From an optimization exercise on the open Yosys and OpenROAD flow, aimed at small area; shortcuts taken in it are not production practice. In this exercise RTL edits were held to simulation tests only and were not proved equivalent to the original. No activity file was given, so power comes from the tool's default toggle rates.

==> flow/config.mk <==
export PLATFORM = sky130hd
export DESIGN_NAME = mc51_cu
export DESIGN_NICKNAME = mc51_cu
export VERILOG_FILES = /design/flow/design.v
export SDC_FILE = /design/flow/constraint.sdc
export NUM_CORES = 4
export LEC_CHECK = 0
export CAP_MARGIN = 20
export CORE_MARGIN = 2
export CORE_UTILIZATION = 40
export SLEW_MARGIN = 20
==> flow/constraint.sdc <==
create_clock -name core_clock -period 8.0 [get_ports {clk}]
set_input_delay 1.6000 -clock core_clock [delete_from_list [all_inputs] [get_ports {clk}]]
set_output_delay 1.6000 -clock core_clock [all_outputs]
set_load 0.01 [all_outputs]
==> flow/design.v <==
`timescale 1ns/1ps
`default_nettype none
package mc51_sfr_pkg;
	localparam logic [7:0] SFR_ACC = 8'hE0;
	localparam logic [7:0] SFR_B   = 8'hF0;
	localparam logic [7:0] SFR_SP  = 8'h81;
	localparam logic [7:0] SFR_DPL = 8'h82;
	localparam logic [7:0] SFR_DPH = 8'h83;
	localparam logic [7:0] SFR_PSW = 8'hD0;
	localparam logic [7:0] IRAM_UPPER_BASE = 8'h80;
	localparam logic [15:0] PC_RESET  = 16'h0000;
	localparam logic [7:0]  SP_RESET  = 8'h07;
	localparam logic [7:0]  PSW_RESET = 8'h00;
	typedef enum logic [2:0] {
		TO_ACC,
		TO_B,
		TO_SP,
		TO_DPH,
		TO_DPL,
		TO_IDLE
	} reg_tar_e;
	typedef enum logic [2:0] {
		FROM_NULL,
		FROM_S2,
		FROM_S3,
		FROM_A_TEMP,
		FROM_B_TEMP
	} reg_sor_e;
	typedef struct packed {
		logic [7:0] acc;
		logic [7:0] b;
		logic [7:0] sp;
		logic [7:0] dpl;
		logic [7:0] dph;
		logic [7:0] psw;
	} core_regs_t;
endpackage
`default_nettype wire
`timescale 1ns/1ps
`default_nettype none
package mc51_cycle_pkg;
	typedef enum logic [3:0] {
		S1_0,
		S1_1,
		S2_0,
		S2_1,
		S3_0,
		S3_1,
		S4_0,
		S4_1,
		S5_0,
		S5_1,
		S6_0,
		HALT_LOOP
	} mc_state_e;
	typedef enum logic [2:0] {
		DISCARD,
		IND_EXROM,
		IND_EXRAM,
		IND_IRAM,
		DIR_IRAM
	} fetch_mode_e;
	typedef enum logic [2:0] {
		WR_DISCARD,
		WR_IND_IRAM,
		WR_DIR_IRAM,
		WR_EXRAM
	} write_mode_e;
	typedef enum logic [2:0] {
		PC_NUL,
		PC_11B,
		PC_REL2,
		PC_REL3,
		PC_IND,
		PC_16B
	} pc_reload_e;
	typedef enum logic [1:0] {
		SRC_MEM,
		SRC_IRAM,
		SRC_SFR
	} buf_src_e;
	typedef struct packed {
		fetch_mode_e              s2_mode;
		fetch_mode_e              s3_mode;
		write_mode_e              wr_mode;
		logic                     s2_upd_pc;
		logic                     s3_upd_pc;
		logic [2:0]               reg_tar;   
		logic [2:0]               reg_sor;   
		pc_reload_e               pc_mode;
		logic                     jp_active;
	} decode_t;
	typedef struct packed {
		logic [15:0] s2;
		logic [15:0] s3;
		logic [15:0] s5;
	} addr_t;
	typedef struct packed {
		logic [7:0] o1;
		logic [7:0] o2;
		logic [7:0] psw;
		logic       ready;
	} alu_t;
	typedef struct packed {
		logic rd_n;
		logic psen_n;
		logic we_n;
	} bus_t;
	typedef struct packed {
		logic     ld_instr;
		logic     ld_s2;
		logic     ld_s3;
		buf_src_e src;
	} buf_ctrl_t;
	typedef struct packed {
		logic [7:0] instr;
		logic [7:0] s2;
		logic [7:0] s3;
	} bufs_t;
endpackage
`default_nettype wire
`timescale 1ns/1ps
`default_nettype none
module mc51_cycle_ctrl (
	input  wire                        clk,
	input  wire                        reset_n,
	input  mc51_cycle_pkg::decode_t    i_dec,
	input  wire                        i_addr_hi_s2,
	input  wire                        i_addr_hi_s3,
	input  wire                        i_addr_hi_s5,
	input  wire                        i_data_rdy,
	input  wire                        i_alu_ready,
	output mc51_cycle_pkg::mc_state_e  o_state,
	output mc51_cycle_pkg::bus_t       o_bus,
	output mc51_cycle_pkg::buf_ctrl_t  o_buf,
	output logic                       o_pc_inc,
	output logic                       o_pc_reload,
	output logic                       o_alu_load,
	output logic                       o_sfr_wr,
	output logic                       o_iram_we,
	output logic                       o_err_halt
);
	mc51_cycle_pkg::mc_state_e state_q;
	mc51_cycle_pkg::mc_state_e state_d;
	mc51_cycle_pkg::mc_state_e s2_next;
	always_ff @(posedge clk or negedge reset_n) begin
		if (!reset_n) begin
			state_q <= mc51_cycle_pkg::S1_0;
		end else begin
			state_q <= state_d;
		end
	end
	assign s2_next = (i_dec.s3_mode == mc51_cycle_pkg::DISCARD) ?
		mc51_cycle_pkg::S4_0 : mc51_cycle_pkg::S3_0;
	always_comb begin
		state_d     = state_q;
		o_bus       = '1;
		o_buf       = '0;
		o_buf.src   = mc51_cycle_pkg::SRC_MEM;
		o_pc_inc    = 1'b0;
		o_pc_reload = 1'b0;
		o_alu_load  = 1'b0;
		o_sfr_wr    = 1'b0;
		o_iram_we   = 1'b0;
		case (state_q)
			mc51_cycle_pkg::S1_0: begin
				o_bus.rd_n   = 1'b0;
				o_bus.psen_n = 1'b0;
				state_d      = mc51_cycle_pkg::S1_1;
			end
			mc51_cycle_pkg::S1_1: begin
				o_bus.rd_n   = 1'b0;
				o_bus.psen_n = 1'b0;
				if (i_data_rdy) begin
					o_buf.ld_instr = 1'b1;
					o_pc_inc       = 1'b1;
					state_d        = mc51_cycle_pkg::S2_0;
				end
			end
			mc51_cycle_pkg::S2_0: begin
				case (i_dec.s2_mode)
					mc51_cycle_pkg::DISCARD: state_d = mc51_cycle_pkg::S4_0;
					mc51_cycle_pkg::IND_EXROM, mc51_cycle_pkg::IND_EXRAM: begin
						o_bus.rd_n   = 1'b0;
						o_bus.psen_n = (i_dec.s2_mode == mc51_cycle_pkg::IND_EXRAM);
						state_d      = mc51_cycle_pkg::S2_1;
					end
					mc51_cycle_pkg::IND_IRAM, mc51_cycle_pkg::DIR_IRAM: begin
						if (i_addr_hi_s2 && i_dec.s2_mode == mc51_cycle_pkg::IND_IRAM) begin
							state_d = mc51_cycle_pkg::HALT_LOOP;
						end else begin
							o_buf.ld_s2 = 1'b1;
							o_buf.src   = i_addr_hi_s2 ? mc51_cycle_pkg::SRC_SFR :
								mc51_cycle_pkg::SRC_IRAM;
							state_d     = s2_next;
						end
					end
					default: state_d = mc51_cycle_pkg::HALT_LOOP;
				endcase
			end
			mc51_cycle_pkg::S2_1: begin
				o_bus.rd_n   = 1'b0;
				o_bus.psen_n = (i_dec.s2_mode == mc51_cycle_pkg::IND_EXRAM);
				if (i_data_rdy) begin
					o_buf.ld_s2 = 1'b1;
					o_pc_inc    = i_dec.s2_upd_pc;
					state_d     = s2_next;
				end
			end
			mc51_cycle_pkg::S3_0: begin
				case (i_dec.s3_mode)
					mc51_cycle_pkg::DISCARD: state_d = mc51_cycle_pkg::S4_0;
					mc51_cycle_pkg::IND_EXROM, mc51_cycle_pkg::IND_EXRAM: begin
						o_bus.rd_n   = 1'b0;
						o_bus.psen_n = (i_dec.s3_mode == mc51_cycle_pkg::IND_EXRAM);
						state_d      = mc51_cycle_pkg::S3_1;
					end
					mc51_cycle_pkg::IND_IRAM, mc51_cycle_pkg::DIR_IRAM: begin
						if (i_addr_hi_s3 && i_dec.s3_mode == mc51_cycle_pkg::IND_IRAM) begin
							state_d = mc51_cycle_pkg::HALT_LOOP;
						end else begin
							o_buf.ld_s3 = 1'b1;
							o_buf.src   = i_addr_hi_s3 ? mc51_cycle_pkg::SRC_SFR :
								mc51_cycle_pkg::SRC_IRAM;
							state_d     = mc51_cycle_pkg::S4_0;
						end
					end
					default: state_d = mc51_cycle_pkg::HALT_LOOP;
				endcase
			end
			mc51_cycle_pkg::S3_1: begin
				o_bus.rd_n   = 1'b0;
				o_bus.psen_n = (i_dec.s3_mode == mc51_cycle_pkg::IND_EXRAM);
				if (i_data_rdy) begin
					o_buf.ld_s3 = 1'b1;
					o_pc_inc    = i_dec.s3_upd_pc;
					state_d     = mc51_cycle_pkg::S4_0;
				end
			end
			mc51_cycle_pkg::S4_0: begin
				if (i_alu_ready) begin
					state_d = mc51_cycle_pkg::S4_1;
				end
			end
			mc51_cycle_pkg::S4_1: begin
				o_alu_load = 1'b1;
				state_d    = mc51_cycle_pkg::S5_0;
			end
			mc51_cycle_pkg::S5_0: begin
				case (i_dec.wr_mode)
					mc51_cycle_pkg::WR_DISCARD: state_d = mc51_cycle_pkg::S6_0;
					mc51_cycle_pkg::WR_IND_IRAM, mc51_cycle_pkg::WR_DIR_IRAM: begin
						if (!i_addr_hi_s5) begin
							o_iram_we = 1'b1;
							state_d   = mc51_cycle_pkg::S6_0;
						end else if (i_dec.wr_mode == mc51_cycle_pkg::WR_DIR_IRAM) begin
							o_sfr_wr = 1'b1;
							state_d  = mc51_cycle_pkg::S6_0;
						end else begin
							state_d = mc51_cycle_pkg::HALT_LOOP;
						end
					end
					mc51_cycle_pkg::WR_EXRAM: begin
						o_bus.we_n = 1'b0;
						state_d    = mc51_cycle_pkg::S5_1;
					end
					default: state_d = mc51_cycle_pkg::HALT_LOOP;
				endcase
			end
			mc51_cycle_pkg::S5_1: begin
				o_bus.we_n = 1'b0;
				if (i_data_rdy) begin
					state_d = mc51_cycle_pkg::S6_0;
				end
			end
			mc51_cycle_pkg::S6_0: begin
				o_pc_reload = i_dec.jp_active;
				state_d     = mc51_cycle_pkg::S1_0;
			end
			default: state_d = mc51_cycle_pkg::HALT_LOOP;
		endcase
		if (!reset_n) begin
			o_bus = '1;
		end
	end
	assign o_state    = state_q;
	assign o_err_halt = (state_q == mc51_cycle_pkg::HALT_LOOP);
endmodule
`default_nettype wire
`timescale 1ns/1ps
`default_nettype none
module mc51_operand_buf (
	input  wire                        clk,
	input  wire                        reset_n,
	input  mc51_cycle_pkg::buf_ctrl_t  i_ctrl,
	input  wire  [7:0]                 i_mem_rdata,
	input  wire  [7:0]                 i_iram_rd2,
	input  wire  [7:0]                 i_iram_rd3,
	input  wire  [7:0]                 i_sfr_rd2,
	input  wire  [7:0]                 i_sfr_rd3,
	output mc51_cycle_pkg::bufs_t      o_bufs
);
	logic [7:0] s2_src;
	logic [7:0] s3_src;
	always_comb begin
		case (i_ctrl.src)
			mc51_cycle_pkg::SRC_IRAM: begin
				s2_src = i_iram_rd2;
				s3_src = i_iram_rd3;
			end
			mc51_cycle_pkg::SRC_SFR: begin
				s2_src = i_sfr_rd2;
				s3_src = i_sfr_rd3;
			end
			default: begin
				s2_src = i_mem_rdata;
				s3_src = i_mem_rdata;
			end
		endcase
	end
	always_ff @(posedge clk or negedge reset_n) begin
		if (!reset_n) begin
			o_bufs <= '0;
		end else begin
			if (i_ctrl.ld_instr) begin
				o_bufs.instr <= i_mem_rdata;
			end
			if (i_ctrl.ld_s2) begin
				o_bufs.s2 <= s2_src;
			end
			if (i_ctrl.ld_s3) begin
				o_bufs.s3 <= s3_src;
			end
		end
	end
endmodule
`default_nettype wire
`timescale 1ns/1ps
`default_nettype none
module mc51_pc_unit (
	input  wire                         clk,
	input  wire                         reset_n,
	input  wire                         i_inc,
	input  wire                         i_reload,
	input  mc51_cycle_pkg::pc_reload_e  i_mode,
	input  mc51_cycle_pkg::bufs_t       i_bufs,
	input  mc51_sfr_pkg::core_regs_t    i_regs,
	output logic [15:0]                 o_pc
);
	logic [15:0] pc_d;
	always_comb begin
		pc_d = o_pc;
		if (i_inc) begin
			pc_d = o_pc + 16'd1;
		end else if (i_reload) begin
			case (i_mode)
				mc51_cycle_pkg::PC_11B: pc_d = {o_pc[15:11], i_bufs.instr[7:5], i_bufs.s2};
				mc51_cycle_pkg::PC_REL2: pc_d = o_pc + {{8{i_bufs.s2[7]}}, i_bufs.s2};
				mc51_cycle_pkg::PC_REL3: pc_d = o_pc + {{8{i_bufs.s3[7]}}, i_bufs.s3};
				mc51_cycle_pkg::PC_IND: pc_d = {8'h00, i_regs.acc} + {i_regs.dph, i_regs.dpl};
				mc51_cycle_pkg::PC_16B: pc_d = {i_bufs.s3, i_bufs.s2};
				default: pc_d = o_pc;
			endcase
		end
	end
	always_ff @(posedge clk or negedge reset_n) begin
		if (!reset_n) begin
			o_pc <= mc51_sfr_pkg::PC_RESET;
		end else begin
			o_pc <= pc_d;
		end
	end
endmodule
`default_nettype wire
`timescale 1ns/1ps
`default_nettype none
module mc51_core_regs (
	input  wire                        clk,
	input  wire                        reset_n,
	input  wire                        i_alu_load,
	input  wire                        i_sfr_wr,
	input  mc51_sfr_pkg::reg_tar_e     i_tar,
	input  mc51_sfr_pkg::reg_sor_e     i_sor,
	input  mc51_cycle_pkg::alu_t       i_alu,
	input  mc51_cycle_pkg::bufs_t      i_bufs,
	input  mc51_cycle_pkg::addr_t      i_addr,
	input  wire  [7:0]                 i_mem_wdata,
	output mc51_sfr_pkg::core_regs_t   o_regs,
	output logic [7:0]                 o_sfr_rd2,
	output logic [7:0]                 o_sfr_rd3
);
	logic [7:0] reg_wdata;
	function automatic logic [7:0] sfr_read(
		input logic [7:0]               addr,
		input mc51_sfr_pkg::core_regs_t regs
	);
		case (addr)
			mc51_sfr_pkg::SFR_ACC: sfr_read = regs.acc;
			mc51_sfr_pkg::SFR_B:   sfr_read = regs.b;
			mc51_sfr_pkg::SFR_SP:  sfr_read = regs.sp;
			mc51_sfr_pkg::SFR_DPL: sfr_read = regs.dpl;
			mc51_sfr_pkg::SFR_DPH: sfr_read = regs.dph;
			mc51_sfr_pkg::SFR_PSW: sfr_read = regs.psw;
			default:               sfr_read = 8'h00;
		endcase
	endfunction
	assign o_sfr_rd2 = sfr_read(i_addr.s2[7:0], o_regs);
	assign o_sfr_rd3 = sfr_read(i_addr.s3[7:0], o_regs);
	always_comb begin
		case (i_sor)
			mc51_sfr_pkg::FROM_S2:     reg_wdata = i_bufs.s2;
			mc51_sfr_pkg::FROM_S3:     reg_wdata = i_bufs.s3;
			mc51_sfr_pkg::FROM_A_TEMP: reg_wdata = i_alu.o1;
			mc51_sfr_pkg::FROM_B_TEMP: reg_wdata = i_alu.o2;
			default:                   reg_wdata = 8'h00;
		endcase
	end
	always_ff @(posedge clk or negedge reset_n) begin
		if (!reset_n) begin
			o_regs.acc <= 8'h00;
			o_regs.b   <= 8'h00;
			o_regs.sp  <= mc51_sfr_pkg::SP_RESET;
			o_regs.dpl <= 8'h00;
			o_regs.dph <= 8'h00;
			o_regs.psw <= mc51_sfr_pkg::PSW_RESET;
		end else if (i_alu_load) begin
			o_regs.psw <= i_alu.psw;
			case (i_tar)
				mc51_sfr_pkg::TO_ACC: o_regs.acc <= reg_wdata;
				mc51_sfr_pkg::TO_B:   o_regs.b   <= reg_wdata;
				mc51_sfr_pkg::TO_SP:  o_regs.sp  <= reg_wdata;
				mc51_sfr_pkg::TO_DPH: o_regs.dph <= reg_wdata;
				mc51_sfr_pkg::TO_DPL: o_regs.dpl <= reg_wdata;
				default: ;
			endcase
		end else if (i_sfr_wr) begin
			case (i_addr.s5[7:0])
				mc51_sfr_pkg::SFR_ACC: o_regs.acc <= i_mem_wdata;
				mc51_sfr_pkg::SFR_B:   o_regs.b   <= i_mem_wdata;
				mc51_sfr_pkg::SFR_SP:  o_regs.sp  <= i_mem_wdata;
				mc51_sfr_pkg::SFR_DPL: o_regs.dpl <= i_mem_wdata;
				mc51_sfr_pkg::SFR_DPH: o_regs.dph <= i_mem_wdata;
				mc51_sfr_pkg::SFR_PSW: o_regs.psw <= i_mem_wdata;
				default: ;
			endcase
		end
	end
endmodule
`default_nettype wire
`timescale 1ns/1ps
`default_nettype none
module mc51_iram #(
	parameter int IRAM_DEPTH = 128
) (
	input  wire                    clk,
	input  wire                    i_we,
	input  mc51_cycle_pkg::addr_t  i_addr,
	input  wire  [7:0]             i_wdata,
	output logic [7:0]             o_rd2,
	output logic [7:0]             o_rd3
);
	localparam int AW = $clog2(IRAM_DEPTH);
	logic [7:0] mem [IRAM_DEPTH];
	always_ff @(posedge clk) begin
		if (i_we) begin
			mem[i_addr.s5[AW-1:0]] <= i_wdata;
		end
	end
	assign o_rd2 = mem[i_addr.s2[AW-1:0]];
	assign o_rd3 = mem[i_addr.s3[AW-1:0]];
endmodule
`default_nettype wire
`timescale 1ns/1ps
`default_nettype none
module mc51_cu #(
	parameter int IRAM_DEPTH = 128
) (
	input  wire                        clk,
	input  wire                        reset_n,
	input  wire  [20:0]                i_dec_flat,
	input  wire  [47:0]                i_addr_flat,
	input  wire  [24:0]                i_alu_flat,
	input  wire  [7:0]                 i_mem_wdata,
	input  wire  [7:0]                 i_mem_rdata,
	input  wire                        i_data_rdy,
	output logic [2:0]                 o_bus,
	output logic [3:0]                 o_state,
	output logic [15:0]                o_pc,
	output logic [23:0]                o_bufs,
	output logic [47:0]                o_regs,
	output logic                       o_err_halt
);
	mc51_cycle_pkg::decode_t    i_dec;
	mc51_cycle_pkg::addr_t      i_addr;
	mc51_cycle_pkg::alu_t       i_alu;
	mc51_cycle_pkg::bus_t       bus;
	mc51_cycle_pkg::mc_state_e  state;
	mc51_cycle_pkg::bufs_t      bufs;
	mc51_sfr_pkg::core_regs_t   regs;
	assign i_dec   = i_dec_flat;
	assign i_addr  = i_addr_flat;
	assign i_alu   = i_alu_flat;
	assign o_bus   = bus;
	assign o_state = state;
	assign o_bufs  = bufs;
	assign o_regs  = regs;
	mc51_cycle_pkg::buf_ctrl_t buf_ctrl;
	logic       pc_inc;
	logic       pc_reload;
	logic       alu_load;
	logic       sfr_wr;
	logic       iram_we;
	logic [7:0] iram_rd2;
	logic [7:0] iram_rd3;
	logic [7:0] sfr_rd2;
	logic [7:0] sfr_rd3;
	mc51_cycle_ctrl mc51_cycle_ctrl_inst (
		.clk          (clk),
		.reset_n      (reset_n),
		.i_dec        (i_dec),
		.i_addr_hi_s2 (i_addr.s2[7]),
		.i_addr_hi_s3 (i_addr.s3[7]),
		.i_addr_hi_s5 (i_addr.s5[7]),
		.i_data_rdy   (i_data_rdy),
		.i_alu_ready  (i_alu.ready),
		.o_state      (state),
		.o_bus        (bus),
		.o_buf        (buf_ctrl),
		.o_pc_inc     (pc_inc),
		.o_pc_reload  (pc_reload),
		.o_alu_load   (alu_load),
		.o_sfr_wr     (sfr_wr),
		.o_iram_we    (iram_we),
		.o_err_halt   (o_err_halt)
	);
	mc51_operand_buf mc51_operand_buf_inst (
		.clk         (clk),
		.reset_n     (reset_n),
		.i_ctrl      (buf_ctrl),
		.i_mem_rdata (i_mem_rdata),
		.i_iram_rd2  (iram_rd2),
		.i_iram_rd3  (iram_rd3),
		.i_sfr_rd2   (sfr_rd2),
		.i_sfr_rd3   (sfr_rd3),
		.o_bufs      (bufs)
	);
	mc51_pc_unit mc51_pc_unit_inst (
		.clk      (clk),
		.reset_n  (reset_n),
		.i_inc    (pc_inc),
		.i_reload (pc_reload),
		.i_mode   (i_dec.pc_mode),
		.i_bufs   (bufs),
		.i_regs   (regs),
		.o_pc     (o_pc)
	);
	mc51_core_regs mc51_core_regs_inst (
		.clk         (clk),
		.reset_n     (reset_n),
		.i_alu_load  (alu_load),
		.i_sfr_wr    (sfr_wr),
		.i_tar       (i_dec.reg_tar),
		.i_sor       (i_dec.reg_sor),
		.i_alu       (i_alu),
		.i_bufs      (bufs),
		.i_addr      (i_addr),
		.i_mem_wdata (i_mem_wdata),
		.o_regs      (regs),
		.o_sfr_rd2   (sfr_rd2),
		.o_sfr_rd3   (sfr_rd3)
	);
	mc51_iram #(
		.IRAM_DEPTH (IRAM_DEPTH)
	) mc51_iram_inst (
		.clk     (clk),
		.i_we    (iram_we),
		.i_addr  (i_addr),
		.i_wdata (i_mem_wdata),
		.o_rd2   (iram_rd2),
		.o_rd3   (iram_rd3)
	);
endmodule
`default_nettype wire
==> flow/run.sh <==
#!/bin/bash
# synth_recipe.tcl (not shown) runs the flow's synth.tcl, then flattens the netlist and writes it again
# the make line also repeats each setting of config.mk as NAME=value (left out here)
make -C /OpenROAD-flow-scripts/flow DESIGN_CONFIG=/design/flow/config.mk WORK_HOME=/design/flow/orfs CLKGATE_MAP_FILE= SYNTH_SCRIPT=/design/flow/synth_recipe.tcl finish
==> summary.txt, run 1 <==
STA:
- The final-report setup violation count is 0.
- In the finished design, the share of the clock period the worst path needs comes to 0.7126.
- The shortest clock period the worst path allows after layout is approximately 5.7 ns.
- The max-slew violation count was 0.
- Setup repair after global routing left no endpoint under its margin.
- The slew of the pin with the lowest slew margin is approximately 1.3 ns.
- The worst slew margin relative to its limit is 0.1571.
- Derived from the worst setup path, the maximum achievable clock frequency is between 150 and 200 MHz.
- Final hold analysis gives a worst-case slack of 0.5131 ns.
- Summed over all failing endpoints, the final setup total negative slack is 0 ns.
- The final hold violation count is 0.
- The maximum clock skew at final layout is 0.05495 ns.

Logic synthesis:
- The most repeated cell in the gate-level netlist after synthesis is sky130_fd_sc_hd__edfxtp_1.
- The commonest cells after synthesis are 1024 x sky130_fd_sc_hd__edfxtp_1, 448 x sky130_fd_sc_hd__mux4_2, 263 x sky130_fd_sc_hd__nor2_1.
- The register bit count reported by yosys is 1116.
- The Yosys step of the flow raised 5 warnings.
- The post-synth net total is 3668.
- The share of synthesized area in the top cell type comes to 0.5492.
- Yosys mapped the design onto 85 distinct sky130hd cell types.
- Counting flops with a built-in enable in the synthesized netlist gives ~1000.
- The gate count after technology mapping is around 3500.
- The top flip-flop cell by instance count after synthesis is sky130_fd_sc_hd__edfxtp_1.
- The share of the Yosys chip area taken by registers is 0.5904.
- The post-synthesis instance area is 55990 um2.
- In this run the mean area of a mapped cell was 15.89 um2.
- The biggest area contributor in the post-synthesis netlist is sky130_fd_sc_hd__edfxtp_1.
- Counting flops with an async set or reset pin after synthesis yields a share of 0.08244.
- By area the synthesized netlist is led by sky130_fd_sc_hd__edfxtp_1 55%, sky130_fd_sc_hd__mux4_2 18%, sky130_fd_sc_hd__dfrtp_1 4.0%.

Floorplanning:
- The number of placement rows is between 100 and 150.
- In this run the count of I/O pins placed on the die edge is about 210.
- The core region is approximately 140000 um2.
- The die outline width is ~380 um.
- Measured along the y axis, the die boundary spans 378.1 um.
- The initial utilization of the core area, before any placement, comes to 0.4022.
- The die footprint is 143000 um2.

Worst setup path:
- The type of element capturing the critical path is a register.
- The largest fanout on the critical path is 12.
- The maximum single-stage delay on the critical path is 0.88 ns.
- The number of buffers and inverters on the critical path is 1.
- The kind of critical path is input pin to register.
- The slowest stage of the critical path is the sky130_fd_sc_hd__a2111oi_1 cell.
- The worst endpoint required time is ~8.7 ns.
- Traced cell by cell, the critical path runs through clkdlybuf4s50_1 > nor3b_1 > a21oi_1 > o32ai_1 > ha_1 > nand2_1 > a21oi_1 > nand2_1 > a2111oi_1 > a221oi_1 > a21oi_1.
- The cell that appears most often on the critical path is sky130_fd_sc_hd__a21oi_1.
- The data arrival time at the worst-slack endpoint is 6.38 ns.
- The startpoint type of the worst setup path is an input pin.
- The family of cells with the greatest summed delay on the critical path is compound AO/OA/AOI/OAI gates.

Clocking:
- No sink is reached through more buffers than the 3 on the longest clock path.
- The clock root buffer master is sky130_fd_sc_hd__clkbuf_16.
- Once the clock tree was built, the setup fixing pass inserted 0 buffers.
- The insertion delay to the later sink of the worst-skew pair is approximately 0.76 ns.
- Clock-pin slew was measured on the worst setup and hold paths at 0.07 ns.
- For this design, the sink count on the clock tree is 1116.
- The CTS tree is done.
- The H-tree generated during clock tree synthesis spans 3 levels.
- The number of CTS-inserted buffers is 117.
- The post-cts resize count is 0.
- For this design, the CTS-stage hold fixing added 0 buffers.

Drt:
- The remaining routing DRC violations is 0.
- The number of search-and-repair iterations in the first detailed-routing pass is 7.
- In the final routed layout, each cell accounts on average for 35.04 um.
- Wires add up to approximately 200000 um.
- The mean number of vias per cell is between 6 and 7.
- The count of nets left with antenna violations after detail routing is 0.
- The via count of the routed design is around 37000.
- The starting DRC count in detailed routing is 5053.

Layout:
- The count of cells in the finished layout, fillers not included, comes to 5634.
- The total of fill cells in the finished design is 12140.
- The area overhead of the layout relative to synthesis is 13.12%.
- The utilization after layout is 0.4550.
- The layout cell share with drive strength beyond 1 is 0.2194.
- The net count of the finished layout is 3798.

Power and ir drop:
- The leakage power is ~20 nW.
- The maximum vdd ir drop is 0.1828 mV.
- Power spread over the standard cell area amounts to 243.4 nW/um2.

GRT:
- For this run, the total global-route usage over all layers was measured as 0.2726.
- Summed over all layers, the global routing overflow is 0.
- The initial antenna violation count is 11.
- The via count of the first global-routing pass is around 36000.
- The largest net degree at the start of global routing is 98.
- The first global-routing pass estimated about 270000 um of wire.

Placement:
- The number of port buffers is 184.
- The global placer's final weighted congestion is roughly 1.0.
- In this run, placement finished with an instance count of 5410.
- The post-detailed-placement half-perimeter wirelength is 131900 um.

Job:
- The reported max-cap violation count is 0.

Run status:
- The flow ran to the end and the layout has no timing, DRC or antenna violations.

Hold path:
- The path class of the tightest hold or removal check is register to register.
-- placed cells by master (no fill, tap or decap), types with 16 or more instances in the layout --
cell type                         count
sky130_fd_sc_hd__a21oi_1            169
sky130_fd_sc_hd__mux4_2             448
sky130_fd_sc_hd__clkinv_1            25
sky130_fd_sc_hd__clkdlybuf4s50_1    165
sky130_fd_sc_hd__and2_1              18
sky130_fd_sc_hd__nor3_1              37
sky130_fd_sc_hd__clkbuf_1            28
sky130_fd_sc_hd__clkinv_2            18
sky130_fd_sc_hd__a221oi_1            18
sky130_fd_sc_hd__clkbuf_16          118
sky130_fd_sc_hd__mux2i_1            204
sky130_fd_sc_hd__ha_1                29
sky130_fd_sc_hd__edfxtp_1          1024
sky130_fd_sc_hd__bufinv_16           16
sky130_fd_sc_hd__a31oi_1             28
sky130_fd_sc_hd__inv_1               20
sky130_fd_sc_hd__dfrtp_1             89
sky130_fd_sc_hd__a22oi_1             98
sky130_fd_sc_hd__nand3_1             57
sky130_fd_sc_hd__nand2b_1            26
sky130_fd_sc_hd__nor2b_1             45
sky130_fd_sc_hd__mux2_2              82
sky130_fd_sc_hd__nor2_1             261
sky130_fd_sc_hd__o211ai_1            32
sky130_fd_sc_hd__nand2_1            153
sky130_fd_sc_hd__buf_4               75
sky130_fd_sc_hd__o22ai_1             58
sky130_fd_sc_hd__o21ai_0             73
sky130_fd_sc_hd__a211oi_1            25
-- area by class of cell --
cell class	count	area (um2)	area share
multi-input cells	2139	21480	0.3392
clock inverters	74	837.1	0.01322
repair buffers	257	2456	0.03878
well taps	1876	2347	0.03706
inverters	23	87.58	0.001383
clock buffers	146	3058	0.04829
diodes	3	7.507	0.0001185
flip-flops and latches	1116	33060	0.5220
-- per-layer routing --
layer / global-route usage / wire (um) / up-vias
met3: 0.08162 / 24330 / 502
met1: 0.3656 / 75090 / 19160
met5: 0 / 71 / -
met4: 0.1220 / 10120 / 12
met2: 0.4097 / 87830 / 2426
li1: - / - / 14840
-- where the power goes --
| part | switching [W] | total (W) | internal [W] |
|---|---|---|---|
| Combinational | 0.00155 | 0.00276 | 0.00121 |
| Clock | 0.00239 | 0.00561 | 0.00323 |
| Sequential | 0.000494 | 0.00705 | 0.00655 |
| Total | 0.00443 | 0.0154 | 0.0110 |
-- per-stage QoR --
step	area, um2	power [W]	setup slack [ns]
finish	63330	0.01542	2.299
global route	63320	0.01586	2.252
CTS	63300	0.01539	2.370
detailed placement	59400	0.009861	1.628
global placement	59400	0.009835	1.538
floorplan	55990	0.008512	3.677
-- registers in the layout, summed over array words and instances (netlist names) --
register / cells
mc51_operand_buf_inst.o_bufs: 24
mc51_iram_inst.mem: 1024
mc51_cycle_ctrl_inst.state_q: 4
mc51_core_regs_inst.o_regs: 48
mc51_pc_unit_inst.o_pc: 16
-- path summary, 6_finish.rpt --
kind | startpoint | endpoint | slack (ns) | depth (start not counted)
worst max-delay path | i_dec_flat[19] | mc51_operand_buf_inst.o_bufs[3] | 2.30 | 11
worst min-delay path | mc51_operand_buf_inst.o_bufs[17] | mc51_operand_buf_inst.o_bufs[17] | 0.51 | 1
worst max register to register | mc51_cycle_ctrl_inst.state_q[2] | mc51_operand_buf_inst.o_bufs[3] | 3.25 | 11
worst min register to register | mc51_operand_buf_inst.o_bufs[17] | mc51_operand_buf_inst.o_bufs[17] | 0.51 | 1
max in group asynchronous | reset_n | mc51_operand_buf_inst.o_bufs[12] | 5.87 | 2
min in group asynchronous | reset_n | mc51_core_regs_inst.o_regs[46] | 0.88 | 1
-- worst register-to-register path, stage by stage (launching register included) --
cell and delay, ns:
sky130_fd_sc_hd__dfrtp_1 0.90, sky130_fd_sc_hd__nand2b_1 0.29, sky130_fd_sc_hd__nor3_1 0.39, sky130_fd_sc_hd__nand2_1 0.10, sky130_fd_sc_hd__o32ai_1 0.45, sky130_fd_sc_hd__ha_1 0.53, sky130_fd_sc_hd__nand2_1 0.45, sky130_fd_sc_hd__a21oi_1 0.28
sky130_fd_sc_hd__nand2_1 0.09, sky130_fd_sc_hd__a2111oi_1 0.88, sky130_fd_sc_hd__a221oi_1 0.18, sky130_fd_sc_hd__a21oi_1 0.19
-- logic make-up after synthesis --
logic type | after synthesis | synth area share
AO/OA/AOI/OAI | 637 | 0.07601
XOR/XNOR | 27 | 0.004224
multiplexers | 739 | 0.2355
adder cells (fa/ha/maj) | 31 | 0.007196
AND/OR/NAND/NOR | 705 | 0.05945
buffers and inverters | 269 | 0.02720
flip-flops | 1116 | 0.5904
==> run 2: changes to the inputs <==
--- a/flow/design.v
+++ b/flow/design.v
@@ -294,28 +294,9 @@
 	input  wire                        reset_n,
-	input  mc51_cycle_pkg::buf_ctrl_t  i_ctrl,
+	input  wire                        i_ld_instr,
+	input  wire                        i_ld_s2,
+	input  wire                        i_ld_s3,
 	input  wire  [7:0]                 i_mem_rdata,
-	input  wire  [7:0]                 i_iram_rd2,
-	input  wire  [7:0]                 i_iram_rd3,
-	input  wire  [7:0]                 i_sfr_rd2,
-	input  wire  [7:0]                 i_sfr_rd3,
+	input  wire  [7:0]                 i_rd,
 	output mc51_cycle_pkg::bufs_t      o_bufs
 );
-	logic [7:0] s2_src;
-	logic [7:0] s3_src;
-	always_comb begin
-		case (i_ctrl.src)
-			mc51_cycle_pkg::SRC_IRAM: begin
-				s2_src = i_iram_rd2;
-				s3_src = i_iram_rd3;
-			end
-			mc51_cycle_pkg::SRC_SFR: begin
-				s2_src = i_sfr_rd2;
-				s3_src = i_sfr_rd3;
-			end
-			default: begin
-				s2_src = i_mem_rdata;
-				s3_src = i_mem_rdata;
-			end
-		endcase
-	end
 	always_ff @(posedge clk or negedge reset_n) begin
@@ -324,11 +305,5 @@
 		end else begin
-			if (i_ctrl.ld_instr) begin
-				o_bufs.instr <= i_mem_rdata;
-			end
-			if (i_ctrl.ld_s2) begin
-				o_bufs.s2 <= s2_src;
-			end
-			if (i_ctrl.ld_s3) begin
-				o_bufs.s3 <= s3_src;
-			end
+			if (i_ld_instr) o_bufs.instr <= i_mem_rdata;
+			if (i_ld_s2)    o_bufs.s2    <= i_rd;
+			if (i_ld_s3)    o_bufs.s3    <= i_rd;
 		end
@@ -344,3 +319,3 @@
 	input  wire                         i_reload,
-	input  mc51_cycle_pkg::pc_reload_e  i_mode,
+	input  wire  [2:0]                  i_mode,
 	input  mc51_cycle_pkg::bufs_t       i_bufs,
@@ -349,15 +324,30 @@
 );
+	logic [15:0] add_a;
+	logic [15:0] add_b;
+	logic [15:0] sum;
 	logic [15:0] pc_d;
+	logic        ind;
+	assign ind = i_reload && (i_mode == 3'd4);
 	always_comb begin
-		pc_d = o_pc;
+		add_a = ind ? {i_regs.dph, i_regs.dpl} : o_pc;
+		add_b = 16'd0;
 		if (i_inc) begin
-			pc_d = o_pc + 16'd1;
+			add_b = 16'd1;
 		end else if (i_reload) begin
 			case (i_mode)
-				mc51_cycle_pkg::PC_11B: pc_d = {o_pc[15:11], i_bufs.instr[7:5], i_bufs.s2};
-				mc51_cycle_pkg::PC_REL2: pc_d = o_pc + {{8{i_bufs.s2[7]}}, i_bufs.s2};
-				mc51_cycle_pkg::PC_REL3: pc_d = o_pc + {{8{i_bufs.s3[7]}}, i_bufs.s3};
-				mc51_cycle_pkg::PC_IND: pc_d = {8'h00, i_regs.acc} + {i_regs.dph, i_regs.dpl};
-				mc51_cycle_pkg::PC_16B: pc_d = {i_bufs.s3, i_bufs.s2};
-				default: pc_d = o_pc;
+				3'd2: add_b = {{8{i_bufs.s2[7]}}, i_bufs.s2};
+				3'd3: add_b = {{8{i_bufs.s3[7]}}, i_bufs.s3};
+				3'd4: add_b = {8'h00, i_regs.acc};
+				default: add_b = 16'd0;
+			endcase
+		end
+	end
+	assign sum = add_a + add_b;
+	always_comb begin
+		pc_d = sum;
+		if (!i_inc && i_reload) begin
+			case (i_mode)
+				3'd1: pc_d = {o_pc[15:11], i_bufs.instr[7:5], i_bufs.s2};
+				3'd5: pc_d = {i_bufs.s3, i_bufs.s2};
+				default: pc_d = sum;
 			endcase
@@ -381,36 +371,29 @@
 	input  wire                        i_sfr_wr,
-	input  mc51_sfr_pkg::reg_tar_e     i_tar,
-	input  mc51_sfr_pkg::reg_sor_e     i_sor,
+	input  wire  [2:0]                 i_tar,
+	input  wire  [2:0]                 i_sor,
 	input  mc51_cycle_pkg::alu_t       i_alu,
 	input  mc51_cycle_pkg::bufs_t      i_bufs,
-	input  mc51_cycle_pkg::addr_t      i_addr,
+	input  wire  [7:0]                 i_addr,
 	input  wire  [7:0]                 i_mem_wdata,
 	output mc51_sfr_pkg::core_regs_t   o_regs,
-	output logic [7:0]                 o_sfr_rd2,
-	output logic [7:0]                 o_sfr_rd3
+	output logic [7:0]                 o_sfr_rd
 );
 	logic [7:0] reg_wdata;
-	function automatic logic [7:0] sfr_read(
-		input logic [7:0]               addr,
-		input mc51_sfr_pkg::core_regs_t regs
-	);
-		case (addr)
-			mc51_sfr_pkg::SFR_ACC: sfr_read = regs.acc;
-			mc51_sfr_pkg::SFR_B:   sfr_read = regs.b;
-			mc51_sfr_pkg::SFR_SP:  sfr_read = regs.sp;
-			mc51_sfr_pkg::SFR_DPL: sfr_read = regs.dpl;
-			mc51_sfr_pkg::SFR_DPH: sfr_read = regs.dph;
-			mc51_sfr_pkg::SFR_PSW: sfr_read = regs.psw;
-			default:               sfr_read = 8'h00;
-		endcase
-	endfunction
-	assign o_sfr_rd2 = sfr_read(i_addr.s2[7:0], o_regs);
-	assign o_sfr_rd3 = sfr_read(i_addr.s3[7:0], o_regs);
+	logic a_acc, a_b, a_sp, a_dpl, a_dph, a_psw;
+	assign a_acc = (i_addr == mc51_sfr_pkg::SFR_ACC);
+	assign a_b   = (i_addr == mc51_sfr_pkg::SFR_B);
+	assign a_sp  = (i_addr == mc51_sfr_pkg::SFR_SP);
+	assign a_dpl = (i_addr == mc51_sfr_pkg::SFR_DPL);
+	assign a_dph = (i_addr == mc51_sfr_pkg::SFR_DPH);
+	assign a_psw = (i_addr == mc51_sfr_pkg::SFR_PSW);
+	assign o_sfr_rd = ({8{a_acc}} & o_regs.acc) | ({8{a_b}} & o_regs.b) |
+		({8{a_sp}} & o_regs.sp) | ({8{a_dpl}} & o_regs.dpl) |
+		({8{a_dph}} & o_regs.dph) | ({8{a_psw}} & o_regs.psw);
 	always_comb begin
 		case (i_sor)
-			mc51_sfr_pkg::FROM_S2:     reg_wdata = i_bufs.s2;
-			mc51_sfr_pkg::FROM_S3:     reg_wdata = i_bufs.s3;
-			mc51_sfr_pkg::FROM_A_TEMP: reg_wdata = i_alu.o1;
-			mc51_sfr_pkg::FROM_B_TEMP: reg_wdata = i_alu.o2;
-			default:                   reg_wdata = 8'h00;
+			3'd1:    reg_wdata = i_bufs.s2;
+			3'd2:    reg_wdata = i_bufs.s3;
+			3'd3:    reg_wdata = i_alu.o1;
+			3'd4:    reg_wdata = i_alu.o2;
+			default: reg_wdata = 8'h00;
 		endcase
@@ -428,7 +411,7 @@
 			case (i_tar)
-				mc51_sfr_pkg::TO_ACC: o_regs.acc <= reg_wdata;
-				mc51_sfr_pkg::TO_B:   o_regs.b   <= reg_wdata;
-				mc51_sfr_pkg::TO_SP:  o_regs.sp  <= reg_wdata;
-				mc51_sfr_pkg::TO_DPH: o_regs.dph <= reg_wdata;
-				mc51_sfr_pkg::TO_DPL: o_regs.dpl <= reg_wdata;
+				3'd0: o_regs.acc <= reg_wdata;
+				3'd1: o_regs.b   <= reg_wdata;
+				3'd2: o_regs.sp  <= reg_wdata;
+				3'd3: o_regs.dph <= reg_wdata;
+				3'd4: o_regs.dpl <= reg_wdata;
 				default: ;
@@ -436,11 +419,8 @@
 		end else if (i_sfr_wr) begin
-			case (i_addr.s5[7:0])
-				mc51_sfr_pkg::SFR_ACC: o_regs.acc <= i_mem_wdata;
-				mc51_sfr_pkg::SFR_B:   o_regs.b   <= i_mem_wdata;
-				mc51_sfr_pkg::SFR_SP:  o_regs.sp  <= i_mem_wdata;
-				mc51_sfr_pkg::SFR_DPL: o_regs.dpl <= i_mem_wdata;
-				mc51_sfr_pkg::SFR_DPH: o_regs.dph <= i_mem_wdata;
-				mc51_sfr_pkg::SFR_PSW: o_regs.psw <= i_mem_wdata;
-				default: ;
-			endcase
+			if (a_acc) o_regs.acc <= i_mem_wdata;
+			if (a_b)   o_regs.b   <= i_mem_wdata;
+			if (a_sp)  o_regs.sp  <= i_mem_wdata;
+			if (a_dpl) o_regs.dpl <= i_mem_wdata;
+			if (a_dph) o_regs.dph <= i_mem_wdata;
+			if (a_psw) o_regs.psw <= i_mem_wdata;
 		end
@@ -456,16 +436,20 @@
 	input  wire                    i_we,
-	input  mc51_cycle_pkg::addr_t  i_addr,
+	input  wire  [6:0]             i_addr,
 	input  wire  [7:0]             i_wdata,
-	output logic [7:0]             o_rd2,
-	output logic [7:0]             o_rd3
+	output logic [7:0]             o_rd
 );
-	localparam int AW = $clog2(IRAM_DEPTH);
 	logic [7:0] mem [IRAM_DEPTH];
+	logic [IRAM_DEPTH-1:0] sel;
+	always_comb begin
+		for (int i = 0; i < IRAM_DEPTH; i++) sel[i] = (i_addr == 7'(i));
+	end
 	always_ff @(posedge clk) begin
-		if (i_we) begin
-			mem[i_addr.s5[AW-1:0]] <= i_wdata;
+		for (int i = 0; i < IRAM_DEPTH; i++) begin
+			if (i_we && sel[i]) mem[i] <= i_wdata;
 		end
 	end
-	assign o_rd2 = mem[i_addr.s2[AW-1:0]];
-	assign o_rd3 = mem[i_addr.s3[AW-1:0]];
+	always_comb begin
+		o_rd = '0;
+		for (int i = 0; i < IRAM_DEPTH; i++) o_rd = o_rd | ({8{sel[i]}} & mem[i]);
+	end
 endmodule
@@ -512,6 +496,8 @@
 	logic       iram_we;
-	logic [7:0] iram_rd2;
-	logic [7:0] iram_rd3;
-	logic [7:0] sfr_rd2;
-	logic [7:0] sfr_rd3;
+	logic [7:0] addr;
+	logic [7:0] iram_rd;
+	logic [7:0] sfr_rd;
+	logic [7:0] rd;
+	assign addr = state[3] ? i_addr.s5[7:0] : (state[2] ? i_addr.s3[7:0] : i_addr.s2[7:0]);
+	assign rd = state[0] ? i_mem_rdata : (addr[7] ? sfr_rd : iram_rd);
 	mc51_cycle_ctrl mc51_cycle_ctrl_inst (
@@ -538,8 +524,7 @@
 		.reset_n     (reset_n),
-		.i_ctrl      (buf_ctrl),
+		.i_ld_instr  (buf_ctrl.ld_instr),
+		.i_ld_s2     (buf_ctrl.ld_s2),
+		.i_ld_s3     (buf_ctrl.ld_s3),
 		.i_mem_rdata (i_mem_rdata),
-		.i_iram_rd2  (iram_rd2),
-		.i_iram_rd3  (iram_rd3),
-		.i_sfr_rd2   (sfr_rd2),
-		.i_sfr_rd3   (sfr_rd3),
+		.i_rd        (rd),
 		.o_bufs      (bufs)
@@ -565,7 +550,6 @@
 		.i_bufs      (bufs),
-		.i_addr      (i_addr),
+		.i_addr      (addr),
 		.i_mem_wdata (i_mem_wdata),
 		.o_regs      (regs),
-		.o_sfr_rd2   (sfr_rd2),
-		.o_sfr_rd3   (sfr_rd3)
+		.o_sfr_rd    (sfr_rd)
 	);
@@ -576,6 +560,5 @@
 		.i_we    (iram_we),
-		.i_addr  (i_addr),
+		.i_addr  (addr[6:0]),
 		.i_wdata (i_mem_wdata),
-		.o_rd2   (iram_rd2),
-		.o_rd3   (iram_rd3)
+		.o_rd    (iram_rd)
 	);
==> summary.txt, run 2 <==
Logic synthesis:
- Dividing the synthesized area by the synthesized cell count gives 14.26 um2.
- After synthesis, the most frequently instantiated cells are 1024 x sky130_fd_sc_hd__edfxtp_1, 351 x sky130_fd_sc_hd__nand3_1, 248 x sky130_fd_sc_hd__nor2_1.
- The number of warnings issued by yosys is 6.
- After synthesis, the cell types taking the most area are sky130_fd_sc_hd__edfxtp_1 67%, sky130_fd_sc_hd__dfrtp_1 4.8%, sky130_fd_sc_hd__nand3_1 3.8%.
- Yosys mapped a number of flops with a built-in enable equal to 1024.
- The register bit count reported by yosys is about 1100.
- Yosys mapped the design onto 79 distinct sky130hd cell types.
- For this run, the leading register cell type out of synthesis is sky130_fd_sc_hd__edfxtp_1.
- The largest area contributor in the synthesized netlist is sky130_fd_sc_hd__edfxtp_1.
- Synthesis produced a netlist with a net count of 3353.
- The gate count after technology mapping is 3224.
- The most common cell in the synthesized netlist is sky130_fd_sc_hd__edfxtp_1.
- Summing every instance area after synthesis gives approximately 46000 um2.
- The portion of the post-synthesis area used by sequential elements is 0.7191.
- The proportion of netlist area held by the largest area contributor is 0.6689.
- The share of flip-flops with an asynchronous set or reset is 0.08244.

Run status:
- The run finished with no timing, DRC or antenna violations.

Worst setup path:
- The worst endpoint required time is 8.55 ns.
- In this design, the critical path's most frequently occurring cell is sky130_fd_sc_hd__buf_4.
- The kind of critical path is input pin to register.
- The worst register-to-register path begins at mc51_cycle_ctrl_inst.state_q[2].
- The startpoint type of the worst setup path is an input pin.
- The largest single stage delay on the critical path is 0.74 ns.
- The internal reg-to-reg setup slack is 1.92 ns.
- The largest individual stage delay along the critical path comes from the cell sky130_fd_sc_hd__nor4_1.
- The critical path buffer and inverter count is 3.
- The cell count of the worst reg-to-reg path is 11.
- The type of element capturing the critical path is a register.
- The reg-to-reg critical path endpoint is mc51_operand_buf_inst.o_bufs[11].
- Of all nets on the critical path, the largest fanout is 24.
- Traced cell by cell, the critical path runs through clkdlybuf4s50_1 > mux2_2 > o21ai_4 > buf_4 > nor4_2 > buf_4 > a22o_1 > a221oi_1 > o22ai_1 > or4_1 > nor4_1 > a211oi_1.
- Data on the critical path arrives at its endpoint at 6.81 ns.
- The family of cells with the greatest summed delay on the critical path is compound AO/OA/AOI/OAI gates.

Layout:
- The layout cell share with drive strength beyond 1 is 0.1689.
- The net count of the finished layout is 3630.
- From synthesis to final layout, the design area changed by 18.69%.
- The register with the most flip-flops in the layout has 1024 of them.
- Leaving out fill and tap cells, the most frequent cell in the layout is sky130_fd_sc_hd__edfxtp_1.
- In the layout the commonest cells are 1024 x sky130_fd_sc_hd__edfxtp_1, 349 x sky130_fd_sc_hd__nand3_1, 207 x sky130_fd_sc_hd__a22oi_1, 199 x sky130_fd_sc_hd__buf_4, 175 x sky130_fd_sc_hd__clkdlybuf4s50_1.

STA:
- Setup violations remaining at the end of the flow were counted as 0.
- For the final routed database, the setup TNS stands at 0 ns.
- The max-slew violation count is 0.
- Based on the critical path, the design can be clocked at up to ~160 MHz.
- For the final database, setup skew stands at 0.04083 ns.
- The shortest clock period the worst path allows after layout is 6.267 ns.
- The final hold violation count is 0.
- The worst hold slack across all endpoints is approximately 0.5 ns.
- The slew of the pin with the lowest slew margin is 1.387 ns.
- The worst slew margin relative to its limit is 0.06709.
- The share of the clock period used by the worst path is 0.7833.
- Setup repair after global routing left no endpoint under its margin.

Drt:
- For this run, design rule violations remaining after detail routing come to 0.
- The first TritonRoute pass finished after 7 iterations.
- The per-cell routed wire length is 42.68 um.
- The overall routed net length is 218300 um.
- The mean number of vias per cell is approximately 7.1.
- Once detail routing completed, the nets flagged for antenna violations numbered 0.
- The starting DRC count in detailed routing is 7305.
- Detailed routing inserted a total of roughly 36000 vias.

Power and ir drop:
- The clock share of power is 0.294.
- The total internal power is between 0.01 and 0.015 W.
- The portion of total power attributed to sequential cells is 0.384.
- The analysis attributes to cell leakage a power of roughly 17 nW.
- The analysis attributes to net switching a power of between 0.006 and 0.007 W.
- Of the total power, the share spent switching nets is 0.3830.
- Across the VDD grid, the largest voltage drop is 0.2139 mV.
- For this design the ratio of total power to cell area is 327.7 nW/um2.
- The share of total power dissipated in combinational logic is 0.322.

Floorplanning:
- The vertical die dimension is about 340 um.
- The floorplan step defined a core boundary enclosing 114200 um2.
- The die footprint is roughly 120000 um2.
- The initialized floorplan defines 124 standard-cell rows.
- The top-level I/O count is 209.
- The initial utilization of the core area, before any placement, comes to 0.4026.
- The die outline width is 343.0 um.

GRT:
- The sum of overflow across all layers after global routing is 0.
- The via count of the first global-routing pass came to 32550.
- The largest net degree at the start of global routing is between 80 and 90.
- The aggregate global-route resource usage is 0.3632.
- The global-route wire length before repair is between 200000 and 300000 um.
- The initial antenna violation count came to 22.

Clocking:
- The total setup buffers inserted after CTS is 0.
- The clock passes through at most 3 buffers.
- The post-cts resize count is 0.
- The CTS tree is done.
- After clock tree synthesis, the clock-pin slew on the worst setup and hold paths is 0.06 ns.
- The insertion delay to the later sink of the worst-skew pair is between 0.7 and 0.8 ns.
- The number of CTS-inserted buffers is 112.
- Clock tree synthesis selected as its root buffer the cell sky130_fd_sc_hd__clkbuf_16.
- The number of sinks handled by clock tree synthesis is 1116.
- Hold repair after CTS inserted 0 buffers.
- The level count of the clock H-tree is 3.

Hold path:
- The startpoint identified for the worst hold timing path is mc51_operand_buf_inst.o_bufs[19].
- The path class of the tightest hold or removal check is register to register.
- The capture endpoint of the worst hold path is mc51_operand_buf_inst.o_bufs[19].
- Counting instances, the worst hold path has a depth of 1.

Placement:
- The post-detailed-placement half-perimeter wirelength is 140300 um.
- At the end of routability-driven placement, the weighted congestion stood at roughly 1.1.
- During placement, the flow inserted port buffers numbering 184.

Job:
- Across the run, the number of max-cap violations was 0.
run 2: changes by cell type after synthesis, sizes merged, moves of 15 or more:
cell / change
nand4: +115
a32oi: +47
mux2i: -168
a21oi: -77
mux2: +17
nand3: +294
mux4: -453
nand2: -28
nor2b: -34
a22oi: +110
nor4: +36
nand2b: -15
nor2: -16
run 2: metal layers:
layer	share of wire	up-vias	global-route usage
li1	-	13540	-
met1	0.33	17880	0.4484
met2	0.40	3874	0.5064
met3	0.17	982	0.1733
met4	0.085	24	0.2347
met5	0.0017	-	0.01322
run 2: final cells by class:
| type | count | area [um2] |
|---|---|---|
| Fill cell | 9973 | 59630 |
| Tap cell | 1512 | 1892 |
| Multi-Input combinational cell | 1870 | 12360 |
| Sequential cell | 1116 | 33060 |
| Inverter | 7 | 26.28 |
| Clock buffer | 143 | 2969 |
| Timing Repair Buffer | 394 | 3623 |
| Clock inverter | 64 | 605.6 |
| Antenna cell | 10 | 25.02 |
run 2: how the worst max path moves through the flow:
stage / from / to / slack [ns] / cells past startpoint
floorplan: i_dec_flat[3] / mc51_pc_unit_inst.o_pc[14] / 2.43 / 18
global placement: i_addr_flat[18] / mc51_operand_buf_inst.o_bufs[3] / 1.52 / 12
detailed placement: i_addr_flat[34] / mc51_operand_buf_inst.o_bufs[3] / 1.50 / 12
CTS: i_addr_flat[18] / mc51_operand_buf_inst.o_bufs[11] / 2.24 / 12
global route: i_addr_flat[34] / mc51_operand_buf_inst.o_bufs[11] / 2.00 / 12
finish: i_addr_flat[18] / mc51_operand_buf_inst.o_bufs[11] / 1.73 / 12
run 2: cells by family after synthesis:
family,Yosys count,synth area share
muxes,135,0.03225
and+or+nand+nor,1031,0.1130
adders and majority gates,16,0.004518
xor gates and xnor gates,15,0.002858
AOI/OAI and AO/OA,673,0.1049
DFF,1116,0.7191
buffers and inverters,238,0.02330
run 2: power by group through the flow:
| stage | clock [W] | sequential, W | combinational [W] |
|---|---|---|---|
| 2_1_floorplan | 0 | 0.00688 | 0.00236 |
| 3_3_place_gp | 0 | 0.00699 | 0.00532 |
| 3_5_place_dp | 0 | 0.00699 | 0.00534 |
| 4_1_cts | 0.00522 | 0.00687 | 0.00536 |
| 5_1_grt | 0.00544 | 0.00688 | 0.00564 |
| 6_report | 0.00525 | 0.00686 | 0.00576 |
run 2: stage by stage:
| stage | power [W] | setup WS, ns | utilization | std cells | instance area (um2) |
|---|---|---|---|---|---|
| after floorplan | 0.009241 | 2.435 | - | 3224 | 45970 |
| after global placement | 0.01231 | 1.518 | 0.4449 | 4895 | 50800 |
| after detailed placement | 0.01233 | 1.502 | 0.4453 | 4896 | 50850 |
| after CTS | 0.01744 | 2.241 | 0.4766 | 5103 | 54420 |
| after global routing | 0.01796 | 2.005 | 0.4776 | 5107 | 54540 |
| final | 0.01788 | 1.733 | 0.4778 | 5116 | 54560 |

[what the ideal ports hide]
The flow's constraints put no driver on any port. The routed layouts listed below were extracted and timed again, unchanged, in two steps.
Step 1, drivers: a clkbuf_16 drives clk and a buf_2 each remaining input, both assumed.
Step 2 times the ports against the registers' clock, not the clock port: input delays grow and output delays shrink by t, the midpoint of the rising clock arrivals with the driver on.
a / b / c = ideal / step 1 / step 2; a / b = the first two.
run	shift t [ns]	setup slack, ns	clock arrival spread, ns	worst slew at a driven data input, ns
run 1	0.811	2.299 / 2.355 / 1.543	0.054 / 0.055	0.13
run 2	0.798	1.733 / 1.789 / 0.990	0.056 / 0.057	0.10
After both steps setup and hold are still met in every run listed. The setup slack of run 1, which loses most, moves by +0.056 ns with the drivers and by -0.756 ns with both steps.
